This design comes from an exercise in tuning for small area on the open sky130 flow, not from production work. Function was checked by simulation only, so behaviour that the tests miss may differ from the original. Power is estimated from default activity; no workload was simulated.

==> run.sh <==
#!/bin/bash
# synth_recipe.tcl (not shown) runs the flow's synth.tcl, then flattens the netlist and writes it again
# the make line also repeats each setting of config.mk as NAME=value (left out here)
make -C /OpenROAD-flow-scripts/flow DESIGN_CONFIG=/design/flow/config.mk WORK_HOME=/design/flow/orfs CLKGATE_MAP_FILE= SYNTH_SCRIPT=/design/flow/synth_recipe.tcl finish
==> config.mk <==
export PLATFORM = sky130hd
export DESIGN_NAME = uart_frame_parser
export DESIGN_NICKNAME = uart_frame_parser
export VERILOG_FILES = /design/flow/design.v
export SDC_FILE = /design/flow/constraint.sdc
export NUM_CORES = 4
export LEC_CHECK = 0
export CAP_MARGIN = 20
export CORE_MARGIN = 2
export CORE_UTILIZATION = 40
export SLEW_MARGIN = 20
==> constraint.sdc <==
create_clock -name core_clock -period 8.0 [get_ports {clk}]
set_input_delay 1.6000 -clock core_clock [delete_from_list [all_inputs] [get_ports {clk}]]
set_output_delay 1.6000 -clock core_clock [all_outputs]
set_load 0.01 [all_outputs]
==> design.v <==
`default_nettype none
`timescale 1ns/100ps
package uart_proto_pkg;
    localparam logic [7:0] SOF_BYTE  = 8'hA5;   
    localparam logic [7:0] CMD_RESET = 8'hFF;   
    typedef enum logic [1:0] {
        SIZE_BYTE = 2'd0,
        SIZE_HALF = 2'd1,
        SIZE_WORD = 2'd2,
        SIZE_RSVD = 2'd3     
    } size_e;
    typedef struct packed {
        logic       rw;      
        logic       inc;     
        size_e      size;
        logic [3:0] len;     
    } cmd_fields_t;
    typedef enum logic [1:0] {
        FLD_CMD  = 2'd0,
        FLD_ADDR = 2'd1,
        FLD_DATA = 2'd2,
        FLD_CRC  = 2'd3
    } field_e;
endpackage
`default_nettype wire
`default_nettype none
`timescale 1ns/100ps
package parser_status_pkg;
    typedef enum logic [7:0] {
        ST_OK      = 8'h00,
        ST_CRC_ERR = 8'h01,
        ST_CMD_INV = 8'h02      
    } status_e;
    localparam int MAX_DATA_BYTES = 64;
    localparam int DATA_COUNT_W = 7;
endpackage
`default_nettype wire
`default_nettype none
`timescale 1ns/100ps
module uart_frame_parser (
    input  wire          clk,
    input  wire          rst,
    input  wire  [7:0]   rx_data,
    input  wire          rx_valid,
    output logic         rx_ready,
    output logic         frame_valid,
    input  wire          frame_ready,
    output logic [7:0]   frame_cmd,
    output logic [31:0]  frame_addr,
    output logic [511:0] frame_data,
    output logic [6:0]   frame_count,
    output logic [7:0]   frame_status,
    output logic         soft_reset
);
    typedef enum logic [2:0] {
        S_HUNT = 3'd0,
        S_CMD  = 3'd1,
        S_ADDR = 3'd2,
        S_DATA = 3'd3,
        S_CRC  = 3'd4
    } state_t;
    state_t      state;
    logic        done;        
    logic [7:0]  cmd_q;
    logic [7:0]  crc_q;       
    logic [6:0]  cnt_q;       
    logic [31:0] addr_q;
    logic [511:0] data_q;
    logic        accept;
    logic        is_cmd;
    logic [7:0]  zdata;       
    logic [7:0]  crc_next;
    logic        no_data;
    logic [5:0]  last_idx;    
    logic        crc_zero;
    logic        good_reset;
    logic        cmd_inv;
    function automatic logic [7:0] crc8_next(input logic [7:0] crc, input logic [7:0] data);
        logic [7:0] c;
        c = crc ^ data;
        for (int i = 0; i < 8; i++) begin
            c = c[7] ? ((c << 1) ^ 8'h07) : (c << 1);
        end
        crc8_next = c;
    endfunction
    assign rx_ready = !done || frame_ready;
    assign accept   = rx_valid && rx_ready;
    assign is_cmd   = (state == S_CMD);
    assign zdata    = is_cmd ? 8'h00 : rx_data;
    assign crc_next = crc8_next(is_cmd ? 8'h00 : crc_q, rx_data);
    assign no_data  = cmd_q[7] || (cmd_q[5:4] == 2'd3);
    always_comb begin
        case (cmd_q[5:4])
            2'd0:    last_idx = {2'b00, cmd_q[3:0]};
            2'd1:    last_idx = {1'b0, cmd_q[3:0], 1'b1};
            default: last_idx = {cmd_q[3:0], 2'b11};
        endcase
    end
    assign crc_zero   = (crc_q == 8'h00);
    assign good_reset = (cmd_q == 8'hFF) && crc_zero;
    assign frame_valid  = done && !good_reset;
    assign soft_reset   = done && good_reset;
    assign frame_cmd    = cmd_q;
    assign frame_addr   = addr_q;
    assign frame_data   = data_q;
    assign frame_count  = cnt_q;
    assign cmd_inv      = (cmd_q[5:4] == 2'd3) && (cmd_q != 8'hFF);
    assign frame_status = {6'b0, cmd_inv, !cmd_inv && !crc_zero};
    always_ff @(posedge clk) begin
        if (rst) begin
            state <= S_HUNT;
            done  <= 1'b0;
        end else begin
            if (done && (frame_ready || good_reset)) done <= 1'b0;
            if (accept) begin
                case (state)
                    S_HUNT: if (rx_data == 8'hA5) state <= S_CMD;
                    S_CMD:  state <= (rx_data == 8'hFF) ? S_CRC : S_ADDR;
                    S_ADDR: if (cnt_q[1:0] == 2'd3) state <= no_data ? S_CRC : S_DATA;
                    S_DATA: if (cnt_q[5:0] == last_idx) state <= S_CRC;
                    default: begin
                        state <= S_HUNT;
                        done  <= 1'b1;
                    end
                endcase
            end
        end
    end
    always_ff @(posedge clk) begin
        if (accept) begin
            if (state != S_HUNT) crc_q <= crc_next;
            case (state)
                S_CMD:  begin
                    cmd_q <= rx_data;
                    cnt_q <= 7'd0;
                end
                S_ADDR: cnt_q[1:0] <= cnt_q[1:0] + 2'd1;
                S_DATA: cnt_q <= cnt_q + 7'd1;
                default: ;
            endcase
        end
    end
    always_ff @(posedge clk) begin
        for (int i = 0; i < 4; i++) begin
            if (accept && (is_cmd || (state == S_ADDR && cnt_q[1:0] == i[1:0])))
                addr_q[8*i +: 8] <= zdata;
        end
        for (int k = 0; k < 64; k++) begin
            if (accept && (is_cmd || (state == S_DATA && cnt_q[5:0] == k[5:0])))
                data_q[8*k +: 8] <= zdata;
        end
    end
endmodule
`default_nettype wire
==> flow_summary.ini, run 1 <==
[drt]
wl_um = 59200
post_drt_wl_per_cell_um = 27.7
drc = 0
ant_nets = 0
first_pass_iters = 5
vias = 10500
vias_per_cell = 4.94
drt_iter0_drc = 848

[place]
routabilityCongestion = 0.792
hpwl_um = 39500
io_buffers = 575

[logic_synthesis]
syn_avg_cell_area_um2 = 21.9
synth_top_family_by_area = simple AND/OR/NAND/NOR gates
synth_warnings = 1
synthCells = 857
ys_types = 44
synth-compound-area-share_pct = 2.63
synth_adder_area_share_pct = 0.267
synth_seq_cells = 571
synthFlopType = edfxtp_1
synth_xor_area_share_pct = 1.87
synth_edf_count = 567
synthTopCellsByArea = edfxtp_1 91%, o21ai_0 1.7%, xnor2_1 1.0%, nand2_1 0.86%, xor2_1 0.84%
syn-cell-area_um2 = 18800
synth.area.mux_share_pct = 0.160
synth_largest_area_cell = edfxtp_1
synthSimpleGateAreaFrac_pct = 2.87
synth_top_area_share_pct = 90.8
seq_area_frac_synth_pct = 91.2
synthArstFlopShare_pct = 0

[clocking]
cts_resized = 0
cts-root-buf = clkbuf_16
cts_max_level = 2
clock_path_buffers = 3
path_clk_slew_ns = 0.06
insertion_delay_ns = 0.59
cts_setup_buffers = 0
cts_hold_buffers = 0
cts_tree = built
cts_buffers = 56
cts.sinks = 571

[sta]
post-route-min-period_ns = 4.37
finalSetupViolations = 0
fin_crit_sh_pct = 54.6
worstMarginPinSlew_ns = 1.11
max_clock_freq_mhz = 229
rsz0062_at_grt = false
final_hold_viol_count = 0
drv_slew = 0
relSlewSlack_pct = 25.5
hold_slack_ns = 0.629
fin_tns_setup_ns = 0
clock_skew_ns = 0.00999

[run_status]
status = timing/DRC/antenna clean

[worst_hold_path]
hold_class = reg2reg
whs_path_depth = 2
min_to = done
hold_start = state[2]

[setup_path]
r2r_slack_ns = 4.78
arrival_ns = 2.77
r2r-end = data_q[8]
critical_path_required_ns = 6.40
ff2ff_path_depth = 5
crit_type = in2out
critPathCaptureType = output port
cp_max_fo = 4
r2r_start = state[1]
start_kind = input port

[power]
power.leakage_nw = 8.87
power.density_nw_per_um2 = 218
peakVddDrop_v = 0.000177

[finish]
antenna_cells = 0
ff_latch_area_um2 = 17100
syn_to_final_growth_pct = 44.2
multiInputGateArea_um2 = 1500
fillers = 3551
layout.nets = 1502
drive_gt1_share_pct = 7.00

[global_route]
antenna_found_initial = 1
grt_pass1_vias = 10200
grt_usage_pct = 23.5
grt_pass1_wl_um = 78600
grt_max_degree = 69
gr-total-overflow = 0

[job]
maxCapViolCount = 0

[floorplanning]
ios = 582
rows = 79
die_w_um = 221
dieHeight_um = 221
die_area_um2 = 48600
core_um2 = 46500
initial_core_util_pct = 40.4
cells in the mapped netlist, types with 4 or more instances:
cell type  count
a21oi_1        9
and2_1        13
buf_4          7
clkbuf_1      21
dfxtp_1        4
edfxtp_1     567
ha_1           4
inv_1          7
nand2_1       43
nand2b_1       5
nand3_1        5
nand4_1        4
nor2_1        19
nor3_1         4
o21ai_0       64
xnor2_1       22
xor2_1        18
report_power, final:
group | leakage [nW] | internal, W | total, W | switching, W
sequential | 5.13 | 0.00330 | 0.00330 | 0.00000130
clock | 0.841 | 0.00144 | 0.00250 | 0.00106
combinational | 2.90 | 0.0000237 | 0.000111 | 0.0000868
layout by cell type, fill, tap and decap left out, types with 2 or more instances in the layout:
master,instances
a211oi_1,2
a21oi_1,9
and2_1,5
and2_2,8
and3_1,2
buf_4,19
bufinv_16,5
clkbuf_1,12
clkbuf_16,56
clkbuf_2,3
clkdlybuf4s50_1,575
clkinv_1,17
clkinv_2,7
conb_1,6
dfxtp_1,4
edfxtp_1,567
ha_1,4
inv_1,7
mux2i_1,3
nand2_1,42
nand2b_1,5
nand3_1,5
nand3b_1,2
nand4_1,4
nor2_1,19
nor2b_1,3
nor3_1,4
o2111ai_1,2
o21ai_0,31
o21ai_1,36
or3_1,3
or4_1,2
xnor2_1,22
xor2_1,18
per-stage QoR:
stage                     instances  power (W)  worst slack (ns)  area, um^2  utilization (%)
final                          2135    0.00591              3.63       27000             58.2
after global placement         2031    0.00348              2.84       25300             54.4
after CTS                      2131    0.00595              3.50       27000             58.1
after floorplan                 862    0.00341              4.56       18800                -
after global routing           2135    0.00608              3.57       27000             58.2
after detailed placement       2031    0.00348              2.89       25300             54.4
routing by layer:
metal,GRT usage [%],up-vias,wire length [um]
li1,-,4571,-
met1,28.8,5343,22100
met2,39.8,530,30000
met3,6.98,94,5150
met4,7.98,0,1910
met5,0,-,0
how the worst max path moves through the flow:
stage                            from           to  slack [ns]  depth (start not counted)
final                     frame_ready     rx_ready        3.63                          3
after global routing         crc_q[2]   soft_reset        3.57                          5
after CTS                 frame_ready   data_q[83]        3.50                          6
after detailed placement  frame_ready   data_q[84]        2.89                          6
after global placement    frame_ready   data_q[64]        2.84                          6
after floorplan           frame_ready  data_q[200]        4.56                          5
flip-flops by register name, summed over array words and instances (netlist names):
register  flops
addr_q       32
cmd_q         8
cnt_q         7
crc_q         8
data_q      512
done          1
state         3
cell families (layout without fill, tap and decap cells):
| logic type | after synthesis | in the layout |
|---|---|---|
| multiplexers | 3 | 3 |
| buffers and inverters | 39 | 705 |
| other | 1 | 6 |
| XOR/XNOR | 40 | 40 |
| AO/OA/AOI/OAI | 89 | 89 |
| AND/OR/NAND/NOR | 110 | 110 |
| adder cells (fa/ha/maj) | 4 | 4 |
| flip-flops | 571 | 571 |
area by class of cell:
type	count	area share, %
clock buffers	68	5.35
flip-flops and latches	571	63.3
well taps	607	2.81
multi-input cells	252	5.55
inverters	7	0.0972
clock inverters	32	1.04
repair buffers	598	21.9
critical path: stages:
cell	delay, ns
clkdlybuf4s50_1	0.46
nand2b_1	0.16
clkdlybuf4s50_1	0.55
==> run 2: changes to the inputs <==
--- a/design.v
+++ b/design.v
@@ -69,5 +69,4 @@
     logic        accept;
     logic        is_cmd;
-    logic [7:0]  zdata;       
     logic [7:0]  crc_next;
     logic        no_data;
@@ -87,5 +86,4 @@
     assign accept   = rx_valid && rx_ready;
     assign is_cmd   = (state == S_CMD);
-    assign zdata    = is_cmd ? 8'h00 : rx_data;
     assign crc_next = crc8_next(is_cmd ? 8'h00 : crc_q, rx_data);
     assign no_data  = cmd_q[7] || (cmd_q[5:4] == 2'd3);
@@ -141,13 +139,19 @@
         end
     end
+    logic        keep;        
+    logic [3:0]  aw;          
+    logic [63:0] dw;          
+    assign keep = !(accept && is_cmd);
+    always_comb begin
+        for (int i = 0; i < 4; i++)
+            aw[i] = accept && (state == S_ADDR) && (cnt_q[1:0] == i[1:0]);
+        for (int k = 0; k < 64; k++)
+            dw[k] = accept && (state == S_DATA) && (cnt_q[5:0] == k[5:0]);
+    end
     always_ff @(posedge clk) begin
-        for (int i = 0; i < 4; i++) begin
-            if (accept && (is_cmd || (state == S_ADDR && cnt_q[1:0] == i[1:0])))
-                addr_q[8*i +: 8] <= zdata;
-        end
-        for (int k = 0; k < 64; k++) begin
-            if (accept && (is_cmd || (state == S_DATA && cnt_q[5:0] == k[5:0])))
-                data_q[8*k +: 8] <= zdata;
-        end
+        for (int i = 0; i < 4; i++)
+            addr_q[8*i +: 8] <= (rx_data & {8{aw[i]}}) | (addr_q[8*i +: 8] & {8{keep}});
+        for (int k = 0; k < 64; k++)
+            data_q[8*k +: 8] <= (rx_data & {8{dw[k]}}) | (data_q[8*k +: 8] & {8{keep}});
     end
 endmodule
==> flow/run.sh (new file) <==
#!/bin/bash
# Standard layout, with the port buffers made of the smallest buffer cell.
set -euo pipefail
bash standard.sh "BUFFER_PORTS_ARGS=-buffer_cell sky130_fd_sc_hd__buf_1" finish > make_finish.log 2>&1
==> standard.sh (new file) <==
#!/bin/bash
# synth_recipe.tcl (not shown) runs the flow's synth.tcl, then flattens the netlist and writes it again
# the make line also repeats each setting of config.mk as NAME=value (left out here)
make -C /OpenROAD-flow-scripts/flow DESIGN_CONFIG=/design/flow/config.mk WORK_HOME=/design/flow/orfs CLKGATE_MAP_FILE= SYNTH_SCRIPT=/design/flow/synth_recipe.tcl "${@:-finish}"
--- a/config.mk
+++ b/config.mk
@@ -6,4 +6,5 @@
 export NUM_CORES = 4
 export LEC_CHECK = 0
+export ABC_AREA = 1
 export CAP_MARGIN = 20
 export CORE_MARGIN = 2
removed: run.sh
==> run 2 against run 1 <==
Compared with the run above:
- still clean
- first-iteration DRC count grew 76%
- via count increased by 56%
- global-route usage rose by 2.5 points
- largest power group unchanged
- highest routed layer unchanged
==> flow_summary.ini, run 2 <==
[logic_synthesis]
syn-cell-area_um2 = 18500
syn_avg_cell_area_um2 = 8.87
synthCells = 2087
ys_types = 33
seq_area_frac_synth_pct = 63.0
synthTopCellsByArea = dfxtp_1 59%, o21ai_0 14%, nand2_1 13%, edfxtp_1 3.7%, clkbuf_1 2.1%
synth_largest_area_cell = dfxtp_1
synth_seq_cells = 571
synth_top_area_share_pct = 59.2
synthArstFlopShare_pct = 0
ys_top_cells_by_count = 652 x nand2_1, 548 x dfxtp_1, 518 x o21ai_0
synth_edf_count = 23
synth_warnings = 1
synthFlopType = dfxtp_1
yosysMostFrequentCell = nand2_1

[setup_path]
critPathCaptureType = flip-flop
worstPathCellList = buf_1 -> inv_1 -> nand2_1 -> nand2_1 -> nor2_1 -> inv_8 -> buf_12 -> buf_16 -> nand2_1 -> o21ai_0
r2r_start = state[0]
crit_family = buffers and inverters
crit_start = frame_ready
path_buf_inv = 5
start_kind = input port
critical_path_required_ns = 8.44
r2r_slack_ns = 4.50
crit_type = in2reg
cp_slowest_cell = nor2_1
cp_max_fo = 204
arrival_ns = 4.45
crit_top_cell = nand2_1
slowest_delay_ns = 0.76

[finish]
ff_latch_area_um2 = 11700
multiInputGateArea_um2 = 6170
final_area_um2 = 22900
layout_common_cells = 652 x nand2_1, 575 x buf_1, 548 x dfxtp_1
largest_reg_flops = 512
largest_register = data_q
top_regs = data_q: 512 flops, addr_q: 32 flops
drive_gt1_share_pct = 5.55
layout.nets = 2625
syn_to_final_growth_pct = 23.5
final_common_cell = nand2_1
fillers = 4548
antenna_cells = 0

[floorplanning]
die_area_um2 = 48000
rows = 78
dieHeight_um = 219
die_w_um = 219
ios = 582
initial_core_util_pct = 40.6
core_um2 = 45600

[sta]
relSlewSlack_pct = 30.2
rsz0062_at_grt = false
post-route-min-period_ns = 4.02
max_clock_freq_mhz = 249
clock_skew_ns = 0.0153
fin_crit_sh_pct = 50.2
fin_tns_setup_ns = 0
finalSetupViolations = 0
worstMarginPinSlew_ns = 1.05
drv_slew = 0
final_hold_viol_count = 0

[clocking]
cts_tree = built
cts-root-buf = clkbuf_16
cts_hold_buffers = 0
cts_setup_buffers = 0
insertion_delay_ns = 0.61
cts_buffers = 56
cts.sinks = 571
cts_resized = 0
cts_max_level = 2
clock_path_buffers = 3
path_clk_slew_ns = 0.06

[global_route]
grt_max_degree = 268
gr-total-overflow = 0
grt_usage_pct = 26.0
grt_pass1_vias = 15200
grt_pass1_wl_um = 94400
antenna_found_initial = 0

[place]
dpl_cell_area_um2 = 21000
hpwl_um = 42800
io_buffers = 575
routabilityCongestion = 0.830

[power]
peakVddDrop_v = 0.000191
power.leakage_nw = 8.34
power.density_nw_per_um2 = 296

[drt]
vias = 16500
drc = 0
vias_per_cell = 5.06
ant_nets = 0
drt_iter0_drc = 1491
wl_um = 65100
post_drt_wl_per_cell_um = 20.0
first_pass_iters = 6

[worst_hold_path]
hold_class = reg2reg
hold_start = data_q[281]

[run_status]
status = timing/DRC/antenna clean

[job]
maxCapViolCount = 0
run 2: cell count changes in the layout (fill, tap and decap cells not counted), sizes merged, moves of 25 or more:
cell           delta
nand2           +640
clkdlybuf4s50   -575
buf             +567
dfxtp           +544
edfxtp          -544
o21ai           +481
inv              +36
nor2             +25
run 2: area by class of cell:
| type | count | share of cell area (%) |
|---|---|---|
| Inverter | 40 | 0.689 |
| Clock inverter | 20 | 1.07 |
| Multi-Input combinational cell | 1353 | 27.0 |
| Timing Repair Buffer | 587 | 9.97 |
| Sequential cell | 571 | 51.0 |
| Tap cell | 600 | 3.28 |
| Clock buffer | 78 | 7.03 |
run 2: kinds of logic after synthesis:
group           Yosys count  share of synthesized area (%)
simple gates            763                           16.8
flops                   571                           63.0
compound gates          558                           15.1
buf+inv                 168                           3.84
xor+xnor                 22                           1.04
fa+ha+maj                 4                          0.270
other cells               1                         0.0202
run 2: worst paths after layout:
check                           depth (start not counted)          end
worst max-delay path                                   10  data_q[265]
worst min-delay path                                    2  data_q[281]
worst max register to register                          7  data_q[265]
worst min register to register                          2  data_q[281]
run 2: report_power, final:
group | switching (W) | internal (W)
Clock | 0.00110 | 0.00156
Sequential | 0.0000982 | 0.00305
Combinational | 0.000708 | 0.000265
run 2: worst min-delay path: cells and delay by family (launching register included):
family             cells  cell delay, ns
AOI/OAI and AO/OA      1            0.05
DFF                    1            0.32
and+or+nand+nor        1            0.05
run 2: routing by layer:
metal	vias up	wire length, um	GRT usage (%)	share of wire (%)
met4	0	2620	11.0	4.0
li1	7865	-	-	-
met3	135	4620	5.65	7.1
met5	-	0	0	0
met2	645	30500	41.8	47
met1	7806	27400	33.7	42
run 2: through the flow:
step	hold slack [ns]	std cells	util (%)	setup slack, ns	total power (W)
after CTS	0.458	3248	50.1	4.19	0.00682
after global routing	0.471	3249	50.2	3.74	0.00707
after floorplan	0.464	2092	-	4.53	0.00389
after global placement	0.437	3150	46.1	3.67	0.00414
final	0.453	3249	50.2	3.98	0.00678
after detailed placement	0.443	3150	46.1	3.57	0.00417
==> run 3: changes to the inputs <==
==> flow/run.sh (replaced) <==
#!/bin/bash
# Standard layout, with the port buffers made of the smallest buffer cell
# and no dummy loads added by clock tree synthesis.
set -euo pipefail
bash standard.sh \
  "BUFFER_PORTS_ARGS=-buffer_cell sky130_fd_sc_hd__buf_1" \
  "CTS_ARGS=-sink_clustering_enable -repair_clock_nets -dont_use_dummy_load -buf_list {sky130_fd_sc_hd__clkbuf_4 sky130_fd_sc_hd__clkbuf_8}" \
  finish > make_finish.log 2>&1
--- a/config.mk
+++ b/config.mk
@@ -9,4 +9,4 @@
 export CAP_MARGIN = 20
 export CORE_MARGIN = 2
-export CORE_UTILIZATION = 40
+export CORE_UTILIZATION = 65
 export SLEW_MARGIN = 20
==> run 3 against run 2 <==
Compared with the run above:
- largest cell class unchanged
- clock skew increased by 0.050 ns
- largest power group unchanged
- flip-flop and latch count unchanged
- highest routed layer unchanged
- critical endpoint is now data_q[223]
- still clean
- sequential share of layout area is 2.2 points higher
==> flow_summary.ini, run 3 <==
[job]
maxCapViolCount = 0

[logic_synthesis]
synth_top_area_share_pct = 59.2
syn_avg_cell_area_um2 = 8.87
synth_edf_count = 23
yosysMostFrequentCell = nand2_1
synth_largest_area_cell = dfxtp_1
seq_area_frac_synth_pct = 63.0
synthTopCellsByArea = dfxtp_1 59%, o21ai_0 14%, nand2_1 13%, edfxtp_1 3.7%, clkbuf_1 2.1%
synthFlopType = dfxtp_1
synthArstFlopShare_pct = 0
synthCells = 2087
ys_top_cells_by_count = 652 x nand2_1, 548 x dfxtp_1, 518 x o21ai_0
synth_seq_cells = 571
syn-cell-area_um2 = 18500
ys_types = 33
synth_warnings = 1

[drt]
ant_nets = 0
drc = 0
drt_iter0_drc = 1920
wl_um = 63300
vias_per_cell = 5.71
post_drt_wl_per_cell_um = 21.0
vias = 17200
first_pass_iters = 6

[place]
routabilityCongestion = 0.898
hpwl_um = 42400
dp.cells = 2929
io_buffers = 575
pre_cts_ws_ns = 3.54

[clocking]
cts_setup_buffers = 0
path_clk_slew_ns = 0.05
cts_hold_buffers = 0
cts_resized = 0
cts_tree = built
cts.sinks = 571
cts_buffers = 84
cts-root-buf = clkbuf_8
insertion_delay_ns = 0.62
cts_max_level = 3
clock_path_buffers = 3

[global_route]
grt_pass1_wl_um = 95000
grt_pass1_vias = 16000
grt_max_degree = 275
gr-total-overflow = 0
grt_usage_pct = 40.7
antenna_found_initial = 0

[finish]
syn_to_final_growth_pct = 18.4
drive_gt1_share_pct = 5.54
fin_cells = 3014
antenna_cells = 0
layout_common_cells = 652 x nand2_1, 575 x buf_1, 548 x dfxtp_1
final_common_cell = nand2_1
top_regs = data_q: 512 flops, addr_q: 32 flops
layout.nets = 2654
largest_reg_flops = 512
utilization_pct = 78.5
largest_register = data_q

[sta]
relSlewSlack_pct = 31.5
clock_skew_ns = 0.0650
post-route-min-period_ns = 4.02
fin_crit_sh_pct = 50.3
fin_tns_setup_ns = 0
final_hold_viol_count = 0
worst_slack_ns = 3.98
drv_slew = 0
worstMarginPinSlew_ns = 1.03
rsz0062_at_grt = false
max_clock_freq_mhz = 249
finalSetupViolations = 0

[setup_path]
cp_max_fo = 209
crit_type = in2reg
critical_path_required_ns = 8.38
arrival_ns = 4.40
start_kind = input port
critPathCaptureType = flip-flop
ff2ff_path_depth = 7

[worst_hold_path]
whs_path_depth = 2
hold_class = reg2reg

[floorplanning]
initial_core_util_pct = 66.3
die_w_um = 173
die_area_um2 = 29900
ios = 582
rows = 61
dieHeight_um = 173
core_um2 = 27900

[power]
power.density_nw_per_um2 = 275
peakVddDrop_v = 0.000237
power.leakage_nw = 8.04
p_total_w = 0.00604

[run_status]
status = timing/DRC/antenna clean
run 3: cells by family (layout without fill, tap and decap cells):
logic type | Yosys count | count (layout) | synth area share (%)
flip-flops | 571 | 571 | 63.0
AO/OA/AOI/OAI | 558 | 558 | 15.1
adder cells (fa/ha/maj) | 4 | 4 | 0.270
XOR/XNOR | 22 | 22 | 1.04
buffers and inverters | 168 | 712 | 3.84
other | 1 | 6 | 0.0202
AND/OR/NAND/NOR | 763 | 763 | 16.8
run 3: path summary, 6_finish.rpt:
check,to,startpoint,slack [ns]
min reg2reg,data_q[131],data_q[131],0.45
max reg2reg,data_q[223],state[0],4.47
max,data_q[223],frame_ready,3.98
min,data_q[131],data_q[131],0.45
run 3: final cells by class:
| type | instances | area [um^2] |
|---|---|---|
| multi-input cells | 1353 | 6170 |
| flip-flops and latches | 571 | 11700 |
| fillers | 2084 | 6010 |
| repair buffers | 588 | 2310 |
| inverters | 40 | 160 |
| well taps | 378 | 473 |
| clock buffers | 84 | 1160 |
run 3: worst max-delay path, stage by stage:
cell     delay, ns
buf_1         0.07
inv_1         0.05
nand2_1       0.07
nand2_1       0.19
nor2_1        0.79
inv_8         0.45
buf_12        0.37
buf_16        0.33
nand2_1       0.19
o21ai_0       0.11
run 3: power breakdown:
part	switching [W]	internal, W
clock network	0.000968	0.000927
logic	0.000725	0.000273
registers	0.0000989	0.00305
total	0.00179	0.00425
run 3: per-stage QoR:
step | hold WS [ns] | cell area, um^2
finish | 0.455 | 21900
floorplan | 0.464 | 18500
CTS | 0.457 | 21900
global placement | 0.436 | 20700
detailed placement | 0.443 | 20700
global route | 0.470 | 21900
run 3: per-layer routing:
metal	part of all wire, %	up-vias	track usage (%)	wire [um]
met1	37	8062	50.1	23600
li1	-	7862	-	-
met5	0	-	0	0
met4	5.9	0	23.9	3730
met2	46	1086	65.0	29200
met3	11	202	10.6	6770
==> run 4: changes to the inputs <==
==> flow/run.sh (replaced) <==
#!/bin/bash
# Standard layout, with the port buffers made of the smallest buffer cell
# and a clock tree of clkbuf_8 leaves over clusters of about 16 registers,
# with no dummy loads.
set -euo pipefail
bash standard.sh \
  "BUFFER_PORTS_ARGS=-buffer_cell sky130_fd_sc_hd__buf_1" \
  "CTS_ARGS=-sink_clustering_enable -repair_clock_nets -dont_use_dummy_load -buf_list {sky130_fd_sc_hd__clkbuf_8} -sink_clustering_size 16 -sink_clustering_max_diameter 50" \
  finish > make_finish.log 2>&1
--- a/config.mk
+++ b/config.mk
@@ -9,4 +9,4 @@
 export CAP_MARGIN = 20
 export CORE_MARGIN = 2
-export CORE_UTILIZATION = 65
+export CORE_UTILIZATION = 75
 export SLEW_MARGIN = 20
==> run 4 against run 3 <==
Compared with the run above:
- synthesized area is the same
- the run now fails in 3_2_place_iop
- synthesized cell count is the same
==> flow_summary.ini, run 4 <==
[run_status]
error = [ERROR PPL-0024] Number of IO pins (582) exceeds maximum number of available positions (576). Increase the die perimeter from 644.54um to 791.52um.
status = aborted with a tool error
stop_stage = 3_2_place_iop

[logic_synthesis]
synthArstFlopShare_pct = 0
synth_seq_cells = 571
syn_avg_cell_area_um2 = 8.87
seq_area_frac_synth_pct = 63.0
synth_largest_area_cell = dfxtp_1
ys_types = 33
synthCells = 2087
synth_top_area_share_pct = 59.2
ys_top_cells_by_count = 652 x nand2_1, 548 x dfxtp_1, 518 x o21ai_0
synth_edf_count = 23
synthFlopType = dfxtp_1
syn-cell-area_um2 = 18500
synth_warnings = 1
yosysMostFrequentCell = nand2_1
synthTopCellsByArea = dfxtp_1 59%, o21ai_0 14%, nand2_1 13%, edfxtp_1 3.7%, clkbuf_1 2.1%

[floorplanning]
dieHeight_um = 161
die_w_um = 161
initial_core_util_pct = 76.4
rows = 57
==> run 4: cell counts after synthesis <==
Identical to the previous run, type by type.
==> run 4: cells by family after synthesis <==
family | after synthesis | synth area share (%)
XOR/XNOR | 22 | 1.04
other | 1 | 0.0202
AO/OA/AOI/OAI | 558 | 15.1
flip-flops | 571 | 63.0
adder cells (fa/ha/maj) | 4 | 0.270
buffers and inverters | 168 | 3.84
AND/OR/NAND/NOR | 763 | 16.8
==> run 5: changes to the inputs <==
--- a/config.mk
+++ b/config.mk
@@ -9,4 +9,4 @@
 export CAP_MARGIN = 20
 export CORE_MARGIN = 2
-export CORE_UTILIZATION = 75
+export CORE_UTILIZATION = 85
 export SLEW_MARGIN = 20
==> run 5 against run 4 <==
Compared with the run above:
- synthesized cell count unchanged
- the run again fails in 3_2_place_iop
- synthesized area did not move
==> flow_summary.ini, run 5 <==
[logic_synthesis]
synth_edf_count = 23
synth_top_area_share_pct = 59.2
synthCells = 2087
synthTopCellsByArea = dfxtp_1 59%, o21ai_0 14%, nand2_1 13%, edfxtp_1 3.7%, clkbuf_1 2.1%
ys_types = 33
seq_area_frac_synth_pct = 63.0
synthArstFlopShare_pct = 0
synth_seq_cells = 571
synthFlopType = dfxtp_1
yosysMostFrequentCell = nand2_1
synth_largest_area_cell = dfxtp_1
syn_avg_cell_area_um2 = 8.87
ys_top_cells_by_count = 652 x nand2_1, 548 x dfxtp_1, 518 x o21ai_0
syn-cell-area_um2 = 18500
synth_warnings = 1

[floorplanning]
initial_core_util_pct = 85.7
die_w_um = 152
rows = 54
dieHeight_um = 152

[run_status]
stop_stage = 3_2_place_iop
error = [ERROR PPL-0024] Number of IO pins (582) exceeds maximum number of available positions (542). Increase the die perimeter from 606.42um to 791.52um.
status = aborted with a tool error
-- run 5: cell counts after synthesis --
No cell type changed its count.
-- run 5: cell families after synthesis --
kind of cell | count (synthesis) | share of synthesized area (%)
AND/OR/NAND/NOR | 763 | 16.8
AO/OA/AOI/OAI | 558 | 15.1
other | 1 | 0.0202
XOR/XNOR | 22 | 1.04
adder cells (fa/ha/maj) | 4 | 0.270
buffers and inverters | 168 | 3.84
flip-flops | 571 | 63.0
==> run 6: changes to the inputs <==
--- a/config.mk
+++ b/config.mk
@@ -9,4 +9,4 @@
 export CAP_MARGIN = 20
 export CORE_MARGIN = 2
-export CORE_UTILIZATION = 85
+export CORE_UTILIZATION = 65
 export SLEW_MARGIN = 20
==> run 6 against run 5 <==
Compared with the run above:
- now clean on timing, DRC and antenna
- synthesized cell count unchanged
- synthesized area unchanged
==> flow_summary.ini, run 6 <==
[finish]
fillers = 2157
antenna_cells = 0
drive_gt1_share_pct = 4.01
final_common_cell = nand2_1
layout_common_cells = 652 x nand2_1, 575 x buf_1, 548 x dfxtp_1
syn_to_final_growth_pct = 15.3
layout.nets = 2612
fin_cells = 2972
largest_register = data_q
top_regs = data_q: 512 flops, addr_q: 32 flops
largest_reg_flops = 512

[setup_path]
cp.depth = 10
start_kind = input port
cp_max_fo = 209
arrival_ns = 4.37
worstPathCellList = buf_1 -> inv_1 -> nand2_1 -> nand2_1 -> nor2_1 -> inv_8 -> buf_12 -> buf_16 -> nand2_1 -> o21ai_0
crit_top_cell = nand2_1
cp_slowest_cell = nor2_1
path_buf_inv = 5
crit_type = in2reg
slowest_delay_ns = 0.79
critPathCaptureType = flip-flop
crit_family = buffers and inverters
ff2ff_path_depth = 7
critical_path_required_ns = 8.42

[power]
clkPwrFrac_pct = 24.3
power.leakage_nw = 7.74
p_comb_share_pct = 18.2
power.density_nw_per_um2 = 256
p_sw_share_pct = 30.6
sequentialPowerShare_pct = 57.5
peakVddDrop_v = 0.000215
p_int_w = 0.00379
switching_power_w = 0.00167

[sta]
fin_crit_sh_pct = 49.4
rsz0062_at_grt = false
worstMarginPinSlew_ns = 1.01
max_clock_freq_mhz = 253
relSlewSlack_pct = 32.7
hold_slack_ns = 0.461
final_hold_viol_count = 0
finalSetupViolations = 0
drv_slew = 0
post-route-min-period_ns = 3.95
fin_tns_setup_ns = 0
clock_skew_ns = 0.0681

[worst_hold_path]
whs_path_depth = 2
hold_class = reg2reg

[global_route]
grt_pass1_vias = 15600
antenna_found_initial = 0
grt_usage_pct = 39.8
grt_pass1_wl_um = 92900
gr-total-overflow = 0
grt_max_degree = 275

[logic_synthesis]
synth_top_area_share_pct = 59.2
synth_edf_count = 23
synth_largest_area_cell = dfxtp_1
synth_seq_cells = 571
synthArstFlopShare_pct = 0
synth_warnings = 1
syn_avg_cell_area_um2 = 8.87
synthCells = 2087
synthTopCellsByArea = dfxtp_1 59%, o21ai_0 14%, nand2_1 13%, edfxtp_1 3.7%, clkbuf_1 2.1%
yosysMostFrequentCell = nand2_1
ys_top_cells_by_count = 652 x nand2_1, 548 x dfxtp_1, 518 x o21ai_0
syn-cell-area_um2 = 18500
synthFlopType = dfxtp_1
ys_types = 33
seq_area_frac_synth_pct = 63.0

[clocking]
insertion_delay_ns = 0.61
cts_max_level = 2
cts_buffers = 42
cts_setup_buffers = 0
cts_tree = built
clock_path_buffers = 3
cts.sinks = 571
cts_hold_buffers = 0
cts_resized = 0
cts-root-buf = clkbuf_8
path_clk_slew_ns = 0.10

[floorplanning]
ios = 582
core_um2 = 27900
rows = 61
dieHeight_um = 173
die_area_um2 = 29900
die_w_um = 173
initial_core_util_pct = 66.3

[place]
dp.cells = 2929
hpwl_um = 42400
routabilityCongestion = 0.898
io_buffers = 575

[drt]
drc = 0
ant_nets = 0
drt_iter0_drc = 1851
first_pass_iters = 6
post_drt_wl_per_cell_um = 20.9
vias_per_cell = 5.71
vias = 17000
wl_um = 62200

[run_status]
status = timing/DRC/antenna clean

[job]
maxCapViolCount = 0
-- run 6: cell counts after synthesis --
No cell type changed its count.
-- run 6: path summary, 6_finish.rpt --
check	start	end	slack, ns
hold / removal	data_q[167]	data_q[167]	0.46
setup / recovery	frame_ready	data_q[223]	4.05
hold reg to reg	data_q[167]	data_q[167]	0.46
setup reg to reg	state[0]	data_q[223]	4.55
-- run 6: final cells by class --
cell class / count / area [um^2] / share of cell area (%)
clock buffers: 42 / 578 / 2.71
inverters: 40 / 160 / 0.750
multi-input cells: 1353 / 6170 / 28.9
flip-flops and latches: 571 / 11700 / 54.6
well taps: 378 / 473 / 2.22
repair buffers: 588 / 2310 / 10.8
-- run 6: layer usage --
layer | global-route usage, % | share of wire (%)
met3 | 9.21 | 10
met4 | 22.5 | 6.2
met2 | 64.0 | 46
met5 | 0 | 0
met1 | 49.7 | 38
-- run 6: cell families after synthesis --
group,share of synthesized area (%)
xor gates and xnor gates,1.04
adders and majority gates,0.270
AOI/OAI and AO/OA,15.1
buffers and inverters,3.84
and+or+nand+nor,16.8
other,0.0202
DFF,63.0
-- run 6: stage by stage --
step | instance area, um^2 | power, W | util [%] | worst slack, ns
after floorplan | 18500 | 0.00389 | - | 4.53
after global placement | 20700 | 0.00412 | 74.2 | 3.72
after detailed placement | 20700 | 0.00416 | 74.2 | 3.54
after CTS | 21300 | 0.00542 | 76.3 | 4.17
after global routing | 21300 | 0.00566 | 76.4 | 3.82
final | 21300 | 0.00546 | 76.4 | 4.05
-- run 6: worst register-to-register path, cell delays in order, from the launching register on --
cell and delay, ns:
dfxtp_1 0.44, nand3_1 0.40, nor2_1 0.88, inv_8 0.46, buf_12 0.38, buf_16 0.39
nand2_1 0.27, o21ai_0 0.11
-- run 6: power by group through the flow --
| stage | logic (W) | registers, W | clock network, W |
|---|---|---|---|
| floorplan | 0.000653 | 0.00323 | 0 |
| global placement | 0.000929 | 0.00319 | 0 |
| detailed placement | 0.000961 | 0.00320 | 0 |
| CTS | 0.000964 | 0.00313 | 0.00132 |
| global route | 0.00108 | 0.00315 | 0.00143 |
| finish | 0.000993 | 0.00314 | 0.00133 |
==> run 7: changes to the inputs <==
--- a/design.v
+++ b/design.v
@@ -143,9 +143,15 @@
     logic [63:0] dw;          
     assign keep = !(accept && is_cmd);
+    logic [7:0]  drow;
+    logic [7:0]  dcol;
     always_comb begin
         for (int i = 0; i < 4; i++)
             aw[i] = accept && (state == S_ADDR) && (cnt_q[1:0] == i[1:0]);
+        for (int j = 0; j < 8; j++) begin
+            drow[j] = accept && (state == S_DATA) && (cnt_q[5:3] == j[2:0]);
+            dcol[j] = (cnt_q[2:0] == j[2:0]);
+        end
         for (int k = 0; k < 64; k++)
-            dw[k] = accept && (state == S_DATA) && (cnt_q[5:0] == k[5:0]);
+            dw[k] = drow[k / 8] && dcol[k % 8];
     end
     always_ff @(posedge clk) begin
==> run 7 against run 6 <==
Compared with the run above:
- global-route usage hardly changed
- die area shrank 0.54%
- synthesized area shrank 0.56%
- wire length shrank 0.85%
- register-to-register slack better by 0.20 ns
- still clean
==> flow_summary.ini, run 7 <==
[floorplanning]
core_um2 = 27900
dieHeight_um = 172
ios = 582
initial_core_util_pct = 66.1
rows = 61
die_area_um2 = 29700
die_w_um = 172

[logic_synthesis]
synth-compound-area-share_pct = 15.2
synthCells = 2079
synth_top_area_share_pct = 59.6
synth_xor_area_share_pct = 1.18
synth_top_family_by_area = simple AND/OR/NAND/NOR gates
syn-cell-area_um2 = 18400
yosysMostFrequentCell = nand2_1
synth_adder_area_share_pct = 0.408
synth_largest_area_cell = dfxtp_1
synthSimpleGateAreaFrac_pct = 16.1
synth_edf_count = 23
synthTopCellsByArea = dfxtp_1 60%, nand2_1 14%, o21ai_0 12%, edfxtp_1 3.8%, o21ai_1 2.4%
syn_avg_cell_area_um2 = 8.86
synth_warnings = 1
synth.area.mux_share_pct = 0
ys_types = 30
synth_seq_cells = 571
ys_top_cells_by_count = 682 x nand2_1, 548 x dfxtp_1, 458 x o21ai_0
synthArstFlopShare_pct = 0
seq_area_frac_synth_pct = 63.3
synthFlopType = dfxtp_1

[job]
maxCapViolCount = 0

[finish]
utilization_pct = 76.3
syn_to_final_growth_pct = 15.4
largest_register = data_q
largest_reg_flops = 512
top_regs = data_q: 512 flops, addr_q: 32 flops
fillers = 2130
drive_gt1_share_pct = 3.17
layout_common_cells = 682 x nand2_1, 575 x buf_1, 548 x dfxtp_1
final_common_cell = nand2_1
layout.nets = 2608

[clocking]
cts_tree = built
cts.sinks = 571
cts_max_level = 2
clock_path_buffers = 3
cts_setup_buffers = 0
path_clk_slew_ns = 0.09
cts-root-buf = clkbuf_8
cts_buffers = 43
cts_hold_buffers = 0
cts_resized = 0
insertion_delay_ns = 0.59

[worst_hold_path]
hold_class = reg2reg

[place]
hpwl_um = 41300
io_buffers = 575
routabilityCongestion = 0.891

[drt]
vias = 16800
drc = 0
wl_um = 61700
post_drt_wl_per_cell_um = 20.8
vias_per_cell = 5.66
drt_iter0_drc = 1713
first_pass_iters = 7
ant_nets = 0

[setup_path]
arrival_ns = 4.30
cp_max_fo = 192
critical_path_required_ns = 8.42
path_buf_inv = 4
slowest_delay_ns = 0.77
worstPathCellList = buf_1 -> inv_1 -> nand2_1 -> nand2_1 -> nor2_1 -> inv_8 -> buf_6 -> nand2_1 -> o21ai_0
start_kind = input port
crit_top_cell = nand2_1
critPathCaptureType = flip-flop
crit_family = simple AND/OR/NAND/NOR gates
cp_slowest_cell = nor2_1
crit_type = in2reg

[sta]
post-route-min-period_ns = 3.88
rsz0062_at_grt = false
finalSetupViolations = 0
fin_crit_sh_pct = 48.5
relSlewSlack_pct = 30.6
worstMarginPinSlew_ns = 1.04
final_hold_viol_count = 0
fin_tns_setup_ns = 0
drv_slew = 0
clock_skew_ns = 0.0445
max_clock_freq_mhz = 258

[global_route]
grt_pass1_vias = 15100
gr-total-overflow = 0
antenna_found_initial = 2
grt_pass1_wl_um = 90100
grt_usage_pct = 39.8
grt_max_degree = 232

[power]
power.density_nw_per_um2 = 257
peakVddDrop_v = 0.000170
power.leakage_nw = 7.58

[run_status]
status = timing/DRC/antenna clean
[run 7: cell types whose count changed after synthesis, sizes merged, moves of 2 or more]
cell    change
nand4       -2
nor2        -3
or2         -2
nor3        -3
buf         +8
ha          +2
clkbuf      -9
[run 7: path summary, 6_finish.rpt]
path / startpoint / to / slack [ns] / cells after the start
hold reg to reg: data_q[498] / data_q[498] / 0.46 / 2
setup / recovery: frame_ready / data_q[290] / 4.12 / 9
setup reg to reg: state[2] / data_q[290] / 4.75 / 7
hold / removal: data_q[498] / data_q[498] / 0.46 / 2
[run 7: worst min-delay path, cell delays in order, from the launching register on]
cell and delay [ns]:
dfxtp_1 0.31, nand2_1 0.05, o21ai_1 0.05
[run 7: layer usage]
layer | vias up | GRT usage (%) | part of all wire (%)
met3 | 207 | 11.1 | 11
li1 | 7748 | - | -
met1 | 7939 | 48.0 | 37
met4 | 0 | 22.7 | 6.0
met2 | 905 | 64.2 | 47
met5 | - | 0 | 0
[run 7: report_power, final]
| part | switching [W] | total [W] | internal (W) |
|---|---|---|---|
| combinational | 0.000730 | 0.000996 | 0.000265 |
| clock | 0.000856 | 0.00134 | 0.000484 |
| sequential | 0.0000936 | 0.00313 | 0.00304 |
[run 7: cell families after synthesis]
kind of cell	after synthesis
AND/OR/NAND/NOR	753
flip-flops	571
AO/OA/AOI/OAI	557
buffers and inverters	167
XOR/XNOR	24
adder cells (fa/ha/maj)	6
other	1
[run 7: per-stage QoR]
step	setup WS [ns]	hold WS [ns]	std cells	power, W	area (um^2)
6_report	4.12	0.460	2969	0.00547	21300
5_1_grt	3.90	0.479	2969	0.00567	21300
4_1_cts	4.11	0.462	2966	0.00545	21200
3_5_place_dp	3.50	0.443	2923	0.00417	20700
3_3_place_gp	3.62	0.436	2923	0.00413	20700
2_1_floorplan	4.66	0.464	2084	0.00389	18400
[run 7: area by class of cell]
| cell class | count | area [um^2] | area share, % |
|---|---|---|---|
| inverters | 40 | 168 | 0.789 |
| multi-input cells | 1346 | 6080 | 28.6 |
| clock buffers | 43 | 592 | 2.78 |
| repair buffers | 588 | 2270 | 10.7 |
| well taps | 378 | 473 | 2.22 |
| diodes | 3 | 7.51 | 0.0353 |
| flip-flops and latches | 571 | 11700 | 54.9 |
==> run 8: changes to the inputs <==
==> flow/run.sh (replaced) <==
#!/bin/bash
# Standard layout, with
#  - the port buffers made of the smallest buffer cell,
#  - over-sized logic gates with few loads downsized after placement resizing,
#  - a clock tree of clkbuf_8 leaves over clusters of about 16 registers, with no dummy loads.
set -euo pipefail
bash standard.sh \
  "BUFFER_PORTS_ARGS=-buffer_cell sky130_fd_sc_hd__buf_1" \
  "POST_RESIZE_TCL=$PWD/flow/downsize.tcl" \
  "CTS_ARGS=-sink_clustering_enable -repair_clock_nets -dont_use_dummy_load -buf_list {sky130_fd_sc_hd__clkbuf_8} -sink_clustering_size 16 -sink_clustering_max_diameter 50" \
  finish > make_finish.log 2>&1
==> flow/downsize.tcl (new file) <==
# Sourced after the resize step of placement (POST_RESIZE_TCL).
# Synthesis sizes some logic gates for loads they do not have. Swap each logic
# gate that drives at most 16 pins for the size-1 (or size-0) cell of the same
# function, then let repair_design fix any slew or load it breaks.
# Registers, clock cells and tie cells are left as they are.
set db [ord::get_db]
set n 0
foreach inst [[ord::get_db_block] getInsts] {
  set mname [[$inst getMaster] getName]
  if {![regexp {^(sky130_fd_sc_hd__[a-z0-9]+)_([0-9]+)$} $mname -> base size]} continue
  if {[regexp {df|clk|conb|tap|fill|decap} $base]} continue
  set fanout 0
  foreach it [$inst getITerms] {
    if {[$it isOutputSignal] && [$it getNet] != "NULL"} {
      set fanout [llength [[$it getNet] getITerms]]
    }
  }
  if {$fanout > 16} continue
  foreach s {0 1} {
    if {$s >= $size} break
    set m [$db findMaster ${base}_$s]
    if {$m != "NULL"} {
      if {[$m getWidth] < [[$inst getMaster] getWidth]} {
        replace_cell [$inst getName] ${base}_$s
        incr n
      }
      break
    }
  }
}
puts "downsize.tcl: downsized $n instances"
estimate_parasitics -placement
repair_design_helper
--- a/config.mk
+++ b/config.mk
@@ -10,3 +10,4 @@
 export CORE_MARGIN = 2
 export CORE_UTILIZATION = 65
+export PLACE_DENSITY = 0.85
 export SLEW_MARGIN = 20
==> run 8 against run 7 <==
Compared with the run above:
- design area fell by 0.54%
- flip-flop and latch count did not move
- largest power group unchanged
- total power barely moved
- critical endpoint is now data_q[322]
- maximum frequency fell by 12%
- combinational power fell by 1%
==> flow_summary.ini, run 8 <==
[logic_synthesis]
synth_largest_area_cell = dfxtp_1
yosysMostFrequentCell = nand2_1
syn-cell-area_um2 = 18400
synthArstFlopShare_pct = 0
synthCells = 2079
synthFlopType = dfxtp_1
synthTopCellsByArea = dfxtp_1 60%, nand2_1 14%, o21ai_0 12%, edfxtp_1 3.8%, o21ai_1 2.4%
ys_types = 30
synth_top_area_share_pct = 59.6
syn_avg_cell_area_um2 = 8.86
synth_seq_cells = 571
synth_warnings = 1
ys_top_cells_by_count = 682 x nand2_1, 548 x dfxtp_1, 458 x o21ai_0
seq_area_frac_synth_pct = 63.3
synth_edf_count = 23

[worst_hold_path]
hold_class = reg2reg

[clocking]
cts_resized = 0
cts.sinks = 571
cts-root-buf = clkbuf_8
cts_hold_buffers = 0
cts_buffers = 44
insertion_delay_ns = 0.60
path_clk_slew_ns = 0.09
cts_max_level = 2
cts_setup_buffers = 0
cts_tree = built
clock_path_buffers = 3

[floorplanning]
rows = 61
initial_core_util_pct = 66.1
dieHeight_um = 172
core_um2 = 27900
ios = 582
die_area_um2 = 29700
die_w_um = 172

[power]
switching_power_w = 0.00167
clkPwrFrac_pct = 24.7
power.density_nw_per_um2 = 259
p_sw_share_pct = 30.6
sequentialPowerShare_pct = 57.3
power.leakage_nw = 7.53
p_int_w = 0.00379
p_comb_share_pct = 18.0
peakVddDrop_v = 0.000189

[drt]
vias = 16800
vias_per_cell = 5.65
post_drt_wl_per_cell_um = 20.5
drc = 0
drt_iter0_drc = 1775
wl_um = 60900
first_pass_iters = 6
ant_nets = 0

[place]
hpwl_um = 40700
pre_cts_ws_ns = 3.57
io_buffers = 575
routabilityCongestion = 0.929

[finish]
layout_common_cells = 684 x nand2_1, 577 x buf_1, 548 x dfxtp_1
drive_gt1_share_pct = 2.55
syn_to_final_growth_pct = 14.8
final_common_cell = nand2_1
top_regs = data_q: 512 flops, addr_q: 32 flops
layout.nets = 2609
largest_register = data_q
utilization_pct = 75.9
largest_reg_flops = 512

[setup_path]
r2r-end = data_q[322]
crit_end = data_q[322]
arrival_ns = 4.80
crit_type = in2reg
critPathCaptureType = flip-flop
critical_path_required_ns = 8.40
ff2ff_path_depth = 7
r2r_start = state[2]
cp_max_fo = 218
worstPathCellList = buf_1 -> inv_1 -> nand2_1 -> nand2_1 -> nor2_1 -> clkinv_8 -> buf_4 -> nand2_1 -> o21ai_0
cp_slowest_cell = clkinv_8
start_kind = input port
crit_start = frame_ready
slowest_delay_ns = 0.82
r2r_slack_ns = 4.21
crit_top_cell = nand2_1

[sta]
rsz0062_at_grt = false
post-route-min-period_ns = 4.41
max_clock_freq_mhz = 227
worst_slack_ns = 3.59
drv_slew = 0
relSlewSlack_pct = 28.2
worstMarginPinSlew_ns = 1.07
fin_crit_sh_pct = 55.1
finalSetupViolations = 0
fin_tns_setup_ns = 0
clock_skew_ns = 0.0691
final_hold_viol_count = 0

[global_route]
gr-total-overflow = 0
grt_usage_pct = 39.0
use_met2_pct = 63.1
antenna_found_initial = 3
grt_pass1_vias = 15400
grt.busiest_layer = met2
grt_pass1_wl_um = 88800
grt_max_degree = 219
grt_use_met1_pct = 46.5
grt_use_met3_pct = 10.9

[run_status]
status = timing/DRC/antenna clean

[job]
maxCapViolCount = 0
-- run 8: cell counts after synthesis --
Identical to the previous run, type by type.
-- run 8: cell type report --
type / count / area (um^2)
inverters: 40 / 164
multi-input cells: 1346 / 5970
clock buffers: 44 / 606
flip-flops and latches: 571 / 11700
fillers: 2114 / 6720
diodes: 3 / 7.51
well taps: 378 / 473
repair buffers: 588 / 2260
-- run 8: cells by family after synthesis --
kind of cell / count (synthesis) / share of synthesized area [%]
and+or+nand+nor: 753 / 16.1
DFF: 571 / 63.3
AOI/OAI and AO/OA: 557 / 15.2
buffers and inverters: 167 / 3.74
xor gates and xnor gates: 24 / 1.18
adders and majority gates: 6 / 0.408
other: 1 / 0.0204
-- run 8: through the flow --
stage / power, W / std cells / hold slack (ns) / instance area [um^2]
floorplan: 0.00389 / 2084 / 0.464 / 18400
global placement: 0.00413 / 2923 / 0.436 / 20600
detailed placement: 0.00415 / 2923 / 0.443 / 20500
CTS: 0.00545 / 2967 / 0.463 / 21100
global route: 0.00568 / 2970 / 0.475 / 21100
finish: 0.00547 / 2970 / 0.463 / 21100
-- run 8: how the worst min path moves through the flow --
stage,start,to,slack [ns],depth (start not counted)
global placement,data_q[366],data_q[366],0.44,2
floorplan,done,done,0.46,2
global route,data_q[1],data_q[1],0.48,2
detailed placement,data_q[226],data_q[226],0.44,2
CTS,data_q[507],data_q[507],0.46,2
finish,data_q[262],data_q[262],0.46,2
-- run 8: worst max-delay path, delay by kind of cell --
family	cells	cell delay [ns]
compound gates	1	0.12
simple gates	4	1.18
buf+inv	4	1.68
-- run 8: power groups by stage --
stage / combinational (W) / clock, W / sequential, W
after detailed placement: 0.000958 / 0 / 0.00319
after global placement: 0.000945 / 0 / 0.00319
after global routing: 0.00107 / 0.00146 / 0.00315
final: 0.000982 / 0.00135 / 0.00314
after floorplan: 0.000665 / 0 / 0.00323
after CTS: 0.000967 / 0.00135 / 0.00313
-- run 8: layer usage --
layer  vias to the layer above  share of wire [%]
li1                       7757                  -
met1                      7870                 37
met2                       917                 47
met3                       229                9.9
met4                         0                6.3
met5                         -                  0
==> run 9: changes to the inputs <==
--- a/config.mk
+++ b/config.mk
@@ -10,4 +10,3 @@
 export CORE_MARGIN = 2
 export CORE_UTILIZATION = 65
-export PLACE_DENSITY = 0.85
 export SLEW_MARGIN = 20
==> run 9 against run 8 <==
Compared with the run above:
- still clean
- wire length grew 1.4%
- synthesized area unchanged
- critical path depth did not move
- core utilization barely moved
- synthesized cell count unchanged
- maximum frequency is 12% higher
- flip-flop and latch count unchanged
- clock skew decreased by 0.024 ns
- largest power group unchanged
==> flow_summary.ini, run 9 <==
[power]
power.density_nw_per_um2 = 258
peakVddDrop_v = 0.000205
power.leakage_nw = 7.52

[worst_hold_path]
hold_class = reg2reg
whs_path_depth = 2

[logic_synthesis]
synth_adder_area_share_pct = 0.408
seq_area_frac_synth_pct = 63.3
synthFlopType = dfxtp_1
synthCells = 2079
ys_top_cells_by_count = 682 x nand2_1, 548 x dfxtp_1, 458 x o21ai_0
synth_seq_cells = 571
syn_avg_cell_area_um2 = 8.86
synth-compound-area-share_pct = 15.2
synthTopCellsByArea = dfxtp_1 60%, nand2_1 14%, o21ai_0 12%, edfxtp_1 3.8%, o21ai_1 2.4%
synth_largest_area_cell = dfxtp_1
syn-cell-area_um2 = 18400
synthArstFlopShare_pct = 0
synth.area.mux_share_pct = 0
synth_warnings = 1
synthSimpleGateAreaFrac_pct = 16.1
synth_top_area_share_pct = 59.6
yosysMostFrequentCell = nand2_1
ys_types = 30
synth_edf_count = 23
synth_top_family_by_area = simple AND/OR/NAND/NOR gates
synth_xor_area_share_pct = 1.18

[sta]
drv_slew = 0
relSlewSlack_pct = 24.7
finalSetupViolations = 0
clock_skew_ns = 0.0448
post-route-min-period_ns = 3.93
worstMarginPinSlew_ns = 1.13
max_clock_freq_mhz = 255
rsz0062_at_grt = false
fin_crit_sh_pct = 49.1
fin_tns_setup_ns = 0
final_hold_viol_count = 0

[drt]
first_pass_iters = 7
drt_iter0_drc = 1607
vias = 16900
drc = 0
wl_um = 61700
ant_nets = 0
vias_per_cell = 5.68
post_drt_wl_per_cell_um = 20.8

[run_status]
status = timing/DRC/antenna clean

[finish]
layout.nets = 2608
utilization_pct = 75.9
top_regs = data_q: 512 flops, addr_q: 32 flops
largest_reg_flops = 512
layout_common_cells = 684 x nand2_1, 578 x buf_1, 548 x dfxtp_1
syn_to_final_growth_pct = 14.7
largest_register = data_q
final_common_cell = nand2_1
drive_gt1_share_pct = 2.47

[floorplanning]
die_w_um = 172
ios = 582
initial_core_util_pct = 66.1
dieHeight_um = 172
core_um2 = 27900
rows = 61
die_area_um2 = 29700

[place]
io_buffers = 575
hpwl_um = 41300
routabilityCongestion = 0.891

[setup_path]
critical_path_required_ns = 8.41
start_kind = input port
arrival_ns = 4.34
critPathCaptureType = flip-flop
cp_max_fo = 231
ff2ff_path_depth = 7
crit_type = in2reg

[clocking]
cts-root-buf = clkbuf_8
insertion_delay_ns = 0.59
cts_tree = built
path_clk_slew_ns = 0.08
clock_path_buffers = 3
cts_setup_buffers = 0
cts_resized = 0
cts_max_level = 2
cts_hold_buffers = 0
cts_buffers = 43
cts.sinks = 571

[global_route]
grt_usage_pct = 39.5
gr-total-overflow = 0
grt_max_degree = 232
grt_pass1_wl_um = 89600
grt_pass1_vias = 15100
antenna_found_initial = 1

[job]
maxCapViolCount = 0
[run 9: critical path: stages]
cell and delay [ns]:
buf_1 0.07, inv_1 0.05, nand2_1 0.08, nand2_1 0.18, nor2_1 0.75, inv_8 0.49, buf_12 0.54, nand2_1 0.18
o21ai_0 0.11
[run 9: layout make-up]
class	instances	area, um^2
Multi-Input combinational cell	1346	5970
Fill cell	2208	6730
Sequential cell	571	11700
Timing Repair Buffer	588	2260
Inverter	40	168
Antenna cell	2	5.00
Tap cell	378	473
Clock buffer	43	592
[run 9: worst paths after layout]
kind,from,slack (ns),end
worst max-delay path,frame_ready,4.07,data_q[179]
worst min-delay path,data_q[178],0.46,data_q[178]
worst max register to register,state[2],4.72,data_q[179]
worst min register to register,data_q[178],0.46,data_q[178]
[run 9: logic make-up (layout without fill, tap and decap cells)]
kind of cell	after synthesis	count (layout)
compound gates	557	557
xor+xnor	24	24
fa+ha+maj	6	6
buf+inv	167	671
flops	571	571
other cells	1	8
simple gates	753	753
[run 9: layer usage]
layer	part of all wire [%]	up-vias	wire, um	GRT usage, %
met1	37	7956	22600	47.3
met2	47	934	28900	64.1
met3	10	208	6290	10.9
met4	6.3	0	3910	22.8
met5	0	-	0	0
li1	-	7765	-	-
[run 9: per-stage QoR]
stage | cell area, um^2 | setup slack (ns) | cells | hold WS (ns) | power (W)
3_5_place_dp | 20500 | 3.51 | 2923 | 0.442 | 0.00415
3_3_place_gp | 20700 | 3.62 | 2923 | 0.436 | 0.00413
4_1_cts | 21100 | 4.11 | 2966 | 0.463 | 0.00543
5_1_grt | 21100 | 3.93 | 2967 | 0.483 | 0.00565
6_report | 21100 | 4.07 | 2968 | 0.462 | 0.00546
2_1_floorplan | 18400 | 4.66 | 2084 | 0.464 | 0.00389
[run 9: report_power, final]
part / total (W) / switching [W] / leakage, nW / internal [W]
logic: 0.000980 / 0.000720 / 2.59 / 0.000260
registers: 0.00313 / 0.0000938 / 4.63 / 0.00304
clock network: 0.00135 / 0.000864 / 0.309 / 0.000484
==> run 10: changes to the inputs <==
--- a/config.mk
+++ b/config.mk
@@ -7,6 +7,6 @@
 export LEC_CHECK = 0
 export ABC_AREA = 1
-export CAP_MARGIN = 20
+export CAP_MARGIN = 5
 export CORE_MARGIN = 2
 export CORE_UTILIZATION = 65
-export SLEW_MARGIN = 20
+export SLEW_MARGIN = 5
==> run 10 against run 9 <==
Compared with the run above:
- flip-flop and latch count unchanged
- register-to-register slack got worse by 0.09 ns
- clock-buffer cell count unchanged
- critical path type unchanged
- largest cell class unchanged
==> flow_summary.ini, run 10 <==
[logic_synthesis]
synth_top_area_share_pct = 59.6
synth_seq_cells = 571
synth_largest_area_cell = dfxtp_1
syn-cell-area_um2 = 18400
synthCells = 2079
synth_edf_count = 23
ys_types = 30
synthTopCellsByArea = dfxtp_1 60%, nand2_1 14%, o21ai_0 12%, edfxtp_1 3.8%, o21ai_1 2.4%
syn_avg_cell_area_um2 = 8.86
synthFlopType = dfxtp_1
yosysMostFrequentCell = nand2_1
seq_area_frac_synth_pct = 63.3
synthArstFlopShare_pct = 0
ys_top_cells_by_count = 682 x nand2_1, 548 x dfxtp_1, 458 x o21ai_0
synth_warnings = 1

[power]
power.leakage_nw = 7.52
power.density_nw_per_um2 = 258
peakVddDrop_v = 0.000204

[finish]
final_area_um2 = 21100
largest_reg_flops = 512
top_regs = data_q: 512 flops, addr_q: 32 flops
layout.nets = 2608
fin_cells = 2968
final_common_cell = nand2_1
layout_common_cells = 684 x nand2_1, 578 x buf_1, 548 x dfxtp_1
syn_to_final_growth_pct = 14.7
largest_register = data_q
drive_gt1_share_pct = 2.47

[sta]
post-route-min-period_ns = 3.99
fin_tns_setup_ns = 0
fin_crit_sh_pct = 49.9
finalSetupViolations = 0
rsz0062_at_grt = false
clock_skew_ns = 0.0465
final_hold_viol_count = 0
worstMarginPinSlew_ns = 1.15
max_clock_freq_mhz = 251
hold_slack_ns = 0.461
relSlewSlack_pct = 23.2
drv_slew = 0

[setup_path]
slowest_delay_ns = 0.98
critPathCaptureType = flip-flop
arrival_ns = 4.49
worstPathCellList = buf_1 -> inv_1 -> nand2_1 -> nand2_1 -> nor2_1 -> inv_8 -> buf_4 -> nand2_1 -> o21ai_0
crit_type = in2reg
crit_top_cell = nand2_1
critical_path_required_ns = 8.50
cp_max_fo = 192
cp_slowest_cell = buf_4
start_kind = input port

[clocking]
insertion_delay_ns = 0.59
cts_resized = 0
cts_hold_buffers = 0
cts_tree = built
path_clk_slew_ns = 0.10
cts-root-buf = clkbuf_8
clock_path_buffers = 3
cts_max_level = 2
cts.sinks = 571
cts_setup_buffers = 0
cts_buffers = 43

[place]
io_buffers = 575
dp.cells = 2923
dpl_cell_area_um2 = 20500
routabilityCongestion = 0.891
hpwl_um = 41300

[drt]
ant_nets = 0
drc = 0
vias_per_cell = 5.68
post_drt_wl_per_cell_um = 20.8
wl_um = 61700
vias = 16900
drt_iter0_drc = 1615
first_pass_iters = 5

[floorplanning]
dieHeight_um = 172
die_area_um2 = 29700
die_w_um = 172
rows = 61
initial_core_util_pct = 66.1
ios = 582
core_um2 = 27900

[job]
maxCapViolCount = 0

[worst_hold_path]
hold_class = reg2reg

[global_route]
grt_usage_pct = 39.5
grt_max_degree = 232
gr-total-overflow = 0
grt_pass1_vias = 15100
grt_pass1_wl_um = 89600
antenna_found_initial = 1

[run_status]
status = timing/DRC/antenna clean
run 10: cell counts after synthesis:
No cell type changed its count.
run 10: worst paths after layout:
kind	startpoint	end	slack [ns]	cells past startpoint
max	frame_ready	data_q[246]	4.01	9
min	data_q[310]	data_q[310]	0.46	2
max reg2reg	state[2]	data_q[246]	4.63	7
min reg2reg	data_q[310]	data_q[310]	0.46	2
run 10: critical path: cells and delay by family:
family / cells / cell delay, ns
AND/OR/NAND/NOR: 4 / 0.70
buffers and inverters: 4 / 1.83
AO/OA/AOI/OAI: 1 / 0.12
run 10: cell type report:
cell class,count,area (um^2)
fillers,2209,6730
diodes,2,5.00
repair buffers,588,2260
flip-flops and latches,571,11700
well taps,378,473
multi-input cells,1346,5970
clock buffers,43,592
inverters,40,168
run 10: cell families after synthesis:
group,synth area share [%]
AND/OR/NAND/NOR,16.1
flip-flops,63.3
AO/OA/AOI/OAI,15.2
buffers and inverters,3.74
XOR/XNOR,1.18
adder cells (fa/ha/maj),0.408
other,0.0204
run 10: routing by layer:
layer  vias up  part of all wire (%)  track usage (%)
met4         0                   6.2             22.8
met5         -                     0                0
met1      7961                    37             47.3
li1       7762                     -                -
met3       210                    10             10.9
met2       925                    47             64.1
run 10: through the flow:
| stage | power (W) | utilization, % | setup slack (ns) |
|---|---|---|---|
| after floorplan | 0.00389 | - | 4.66 |
| after global placement | 0.00413 | 74.1 | 3.62 |
| after detailed placement | 0.00415 | 73.7 | 3.51 |
| after CTS | 0.00543 | 75.8 | 4.11 |
| after global routing | 0.00565 | 75.8 | 3.74 |
| final | 0.00546 | 75.8 | 4.01 |
run 10: where the power goes:
group          leakage [nW]  switching, W  internal (W)
Sequential             4.63     0.0000931       0.00304
Combinational          2.58      0.000719      0.000259
Clock                 0.309      0.000864      0.000484
Total                  7.52       0.00168       0.00378

==> port drivers added, routing unchanged <==
The flow's constraints put no driver on any port. The routed layouts listed below were extracted and timed again, unchanged, in two steps.
Step 1 (the two cells are an assumption about what drives the block):
set clk [get_ports {clk}]
set_driving_cell -lib_cell sky130_fd_sc_hd__clkbuf_16 $clk
set_driving_cell -lib_cell sky130_fd_sc_hd__buf_2 [delete_from_list [all_inputs] $clk]
Step 2, shift: input delay + t, output delay - t, t = (earliest + latest rising clock arrival at the registers) / 2. This alone moves slack from input paths to output paths.
Three values: ideal ports, drivers, drivers and shift; two values: the first two.
| run | t (ns) | setup WS [ns] | hold WS [ns] | worst slew at a driven data input, ns |
|---|---|---|---|---|
| run 1 | 0.643 | 3.631 / 3.601 / 3.297 | 0.629 / 0.629 / 0.629 | 0.04 |
| run 2 | 0.657 | 3.985 / 4.008 / 3.352 | 0.453 / 0.453 / 0.453 | 0.04 |
| run 3 | 0.633 | 3.979 / 4.000 / 3.367 | 0.455 / 0.455 / 0.455 | 0.06 |
| run 6 | 0.625 | 4.048 / 4.066 / 3.441 | 0.461 / 0.461 / 0.461 | 0.05 |
| run 7 | 0.617 | 4.118 / 4.125 / 3.508 | 0.460 / 0.460 / 0.460 | 0.08 |
| run 8 | 0.617 | 3.593 / 3.560 / 2.944 | 0.463 / 0.463 / 0.463 | 0.10 |
| run 9 | 0.613 | 4.072 / 4.078 / 3.465 | 0.462 / 0.462 / 0.462 | 0.08 |
| run 10 | 0.613 | 4.011 / 4.025 / 3.412 | 0.461 / 0.461 / 0.461 | 0.09 |
After both steps every run listed still meets setup and hold. For run 8, which loses most, drivers alone change the setup slack by -0.033 ns; drivers and shift together by -0.649 ns.
